Background: an optimization exercise with open tools, aiming at small area, a short achievable clock period and few clock cycles per item. Do not read the settings as production practice. Only simulation tests tie the RTL to the original design; equivalence was not proved. Power is estimated from default activity; no workload was simulated.

==> flow/design.v (excerpt) <==
module moving_baseline_spike_detector #(
    parameter int WINDOW     = 8,
    parameter int DAY_LENGTH = 1440
) (
    input  logic                             i_clk,
    input  logic                             i_rst_n,
    input  logic                             i_valid,
    output logic                             o_ready,
    input  logic [mbsd_pkg::COUNT_W-1:0]     i_error_count,
    input  logic                             i_start_of_day,
    output logic                             o_valid,
    input  logic                             i_ready,
    output logic                             o_decision_valid,
    output logic                             o_anomaly,
    output logic [mbsd_pkg::MINUTE_W-1:0]    o_minute_index,
    output logic [mbsd_pkg::BASE_W-1:0]      o_baseline_sum,
    output logic [mbsd_pkg::TOTAL_W-1:0]     o_anomaly_total,
    input  logic                             i_cfg_valid,
    output logic                             o_cfg_ready,
    input  logic [mbsd_pkg::CFG_IDX_W-1:0]   i_cfg_index,
    input  logic [mbsd_pkg::CFG_W-1:0]       i_cfg_data
);
==> flow/config.mk <==
export PLATFORM = sky130hd
export DESIGN_NAME = moving_baseline_spike_detector
export DESIGN_NICKNAME = moving_baseline_spike_detector
export VERILOG_FILES = /design/flow/design.v
export SDC_FILE = /design/flow/constraint.sdc
export NUM_CORES = 4
export LEC_CHECK = 0
export ABC_AREA = 1
export CAP_MARGIN = 20
export CORE_MARGIN = 2
export CORE_UTILIZATION = 55
export CTS_CLUSTER_DIAMETER = 90
export CTS_CLUSTER_SIZE = 30
export SETUP_SLACK_MARGIN = 5
export SLEW_MARGIN = 20
==> flow/constraint.sdc <==
create_clock -name core_clock -period 10.0 [get_ports {i_clk}]
set_input_delay 2.0000 -clock core_clock [delete_from_list [all_inputs] [get_ports {i_clk}]]
set_output_delay 2.0000 -clock core_clock [all_outputs]
set_load 0.01 [all_outputs]
standard.sh (not shown) runs the stock make flow with config.mk's settings and CLKGATE_MAP_FILE= SYNTH_SCRIPT=/design/flow/synth_recipe.tcl, a recipe that flattens the netlist after the stock synthesis.
==> flow/flow/run.sh <==
#!/bin/bash
# Standard ORFS layout (the standard.sh) with two changes to how the layout
# is made:
#  - timing repair aims for a larger setup-slack margin (flow/margin.txt), so it
#    keeps improving paths below the clock period;
#  - the port buffers that global placement inserts are plain buffers
#    (flow/port_buffer.txt) instead of the delay cell ORFS picks by default.
# The whole make output goes to make_flow.log; ORFS's per-step logs stay in
# orfs/logs.
set -euo pipefail
MARGIN=$(cat flow/margin.txt)
PORTBUF=$(cat flow/port_buffer.txt)
sed -e "s/SETUP_SLACK_MARGIN=[0-9.]*/SETUP_SLACK_MARGIN=${MARGIN}/" standard.sh > standard_margin.sh
grep -q "SETUP_SLACK_MARGIN=${MARGIN}" standard_margin.sh
bash standard_margin.sh "BUFFER_PORTS_ARGS=-buffer_cell ${PORTBUF}" finish > make_flow.log 2>&1
==> flow/flow/margin.txt <==
6.6
==> flow/flow/port_buffer.txt <==
sky130_fd_sc_hd__buf_2
The first run finished clean.
Testbench counts at the start, summed over its fixed seeds: cycles 23,064, items 23,040.
Edit:
Settings changed: CTS_CLUSTER_DIAMETER 90 to 80, CTS_CLUSTER_SIZE 30 to 24, PLACE_DENSITY from default to 0.88.
After rerunning:
- global-route usage goes down by 0.34 points
- final area grows by about 0.8%
- critical path depth climbs by 3
- cell count rose by about 1.1%
- via count increases by 13%
- die area stays the same
- first-iteration DRC count increases by 96%
- total power goes up by 4.5%
- area after synthesis is unchanged
- core utilization is higher by 0.50 points
- routed wire length rose by 13%
Edit:
==> flow/flow/margin.txt (replaced) <==
6.7
Settings changed: PLACE_DENSITY 0.88 to default.
=>
- cell count came out higher by 0.80%
- routed wire length shrinks by 11%
- combinational power fell by about 3%
- area after synthesis does not change
Edit:
==> flow/flow/margin.txt (replaced) <==
6.6
Settings changed: CTS_BUF_LIST from default to sky130_fd_sc_hd__clkbuf_16 sky130_fd_sc_hd__clkbuf_8 sky130_fd_sc_hd__clkbuf_4.
After rerunning:
- The changed run completed without violations
- first-iteration DRC count went up by 0.60%
- worst setup slack is worse by 0.017 ns
- synthesized area is unchanged
- cell count goes down by 1.5%
- routed wire length stays flat
- utilization is lower by 1.7 points
- maximum frequency is lower by 0.51%
- critical path depth is unchanged
- design area goes down by 2.5%
- power decreases by 1.3%
- clock-buffer cell count went down by 3
Edit:
==> flow/flow/margin.txt (replaced) <==
6.5
Settings changed: CTS_BUF_LIST sky130_fd_sc_hd__clkbuf_16 sky130_fd_sc_hd__clkbuf_8 sky130_fd_sc_hd__clkbuf_4 to default.
After rerunning: Routed wire length goes down by 3.7%. Hold slack stays flat. Area after synthesis does not change.

== v27 ==
Starting RTL as in the previous note.
export LEC_CHECK = 0
export ABC_AREA = 1
export CAP_MARGIN = 20
export CORE_MARGIN = 2
export CORE_UTILIZATION = 55
export CTS_CLUSTER_DIAMETER = 80
export CTS_CLUSTER_SIZE = 24
export SETUP_SLACK_MARGIN = 5
export SLEW_MARGIN = 20
create_clock -name core_clock -period 10.0 [get_ports {i_clk}]
==> flow/flow/margin.txt <==
6.6
Scripts as last shown in full above: flow/flow/run.sh, flow/flow/port_buffer.txt
v27: done, clean on timing, DRC and antenna
Testbench counts of v27, summed over its fixed seeds: cycles 23,064, items 23,040.
Edits applied to the flow inputs when going from v27 to v39:
- PLACE_DENSITY: unset -> 0.8
- CORE_UTILIZATION: 55 -> 65
### Flow results
- Compared with v27, via count in v39 increased by a few percent.
- Of v27 and v39, the run reporting the lower number of signal-net buffers in the layout was v39.
- Taking v27 as the reference, in v39 cell area now smaller, number of multi-input combinational cells comparable.

Starting RTL as in the previous note.
Settings: LEC_CHECK=0, ABC_AREA=1, CAP_MARGIN=20, CORE_MARGIN=2, CORE_UTILIZATION=65, CTS_CLUSTER_DIAMETER=80, CTS_CLUSTER_SIZE=24, SETUP_SLACK_MARGIN=5, SLEW_MARGIN=20; clock period 10.0 ns.
Scripts as last shown in full above: flow/flow/run.sh, flow/flow/margin.txt, flow/flow/port_buffer.txt
The baseline passed the timing, design-rule and antenna checks.
Testbench counts at the start, summed over its fixed seeds: cycles 23,064, items 23,040.
Then changed:
--- a/flow/config.mk
+++ b/flow/config.mk
@@ -10,5 +10,3 @@
 export CORE_MARGIN = 2
-export CORE_UTILIZATION = 65
-export CTS_CLUSTER_DIAMETER = 80
-export CTS_CLUSTER_SIZE = 24
+export CORE_UTILIZATION = 55
 export SETUP_SLACK_MARGIN = 5
=> The new run finished clean. Via count goes up slightly. Non-clock buffer count is higher by 2. Die area went up by about a fifth. Setup slack degrades by 0.080 ns. Area after synthesis does not change. Cell area grows by a few percent. Combinational power barely changes.

[static timing again, ports no longer ideal]
The flow's constraints put no driver on any port. The routed layouts listed below were extracted and timed again, unchanged, in two steps. Step 1 sets driving cells, clkbuf_16 on the clock port and buf_2 on the other inputs (assumed; they add their load-dependent delay and slew). Step 2 adds t to the input delays and takes it off the output delays; t is the mean of the earliest and latest rising clock arrival at the registers after step 1. Input paths then give back, and output paths get back, about the clock's delay inside the block. a / b / c = no drivers / after step 1 / after step 2; a / b = the first two.
run | t, ns | slack for setup (ns) | hold WS [ns] | worst slew at a driven data input, ns
the first run of note 1 | 0.607 | 6.606 / 6.606 / 6.147 | 0.425 / 0.425 / 0.425 | 0.05
the second run of note 1 | 0.635 | 6.390 / 6.390 / 6.065 | 0.411 / 0.411 / 0.411 | 0.06
the third run of note 1 | 0.629 | 6.676 / 6.676 / 6.282 | 0.421 / 0.421 / 0.421 | 0.05
the fourth run of note 1 | 0.641 | 6.659 / 6.659 / 6.079 | 0.417 / 0.417 / 0.417 | 0.05
the fifth run of note 1 | 0.637 | 6.547 / 6.547 / 6.039 | 0.419 / 0.419 / 0.419 | 0.04
v27 | 0.643 | 6.661 / 6.661 / 6.072 | 0.415 / 0.415 / 0.415 | 0.05
v39 | 0.615 | 6.607 / 6.607 / 6.123 | 0.422 / 0.422 / 0.422 | 0.05
the first run of note 3 | 0.600 | 6.661 / 6.661 / 6.130 | 0.418 / 0.418 / 0.418 | 0.06
the second run of note 3 | 0.633 | 6.581 / 6.581 / 6.072 | 0.409 / 0.409 / 0.409 | 0.05
After both steps setup and hold are still met in every run listed. The setup slack of v27, which loses most, moves by 0.000 ns with the drivers and by -0.589 ns with both steps.
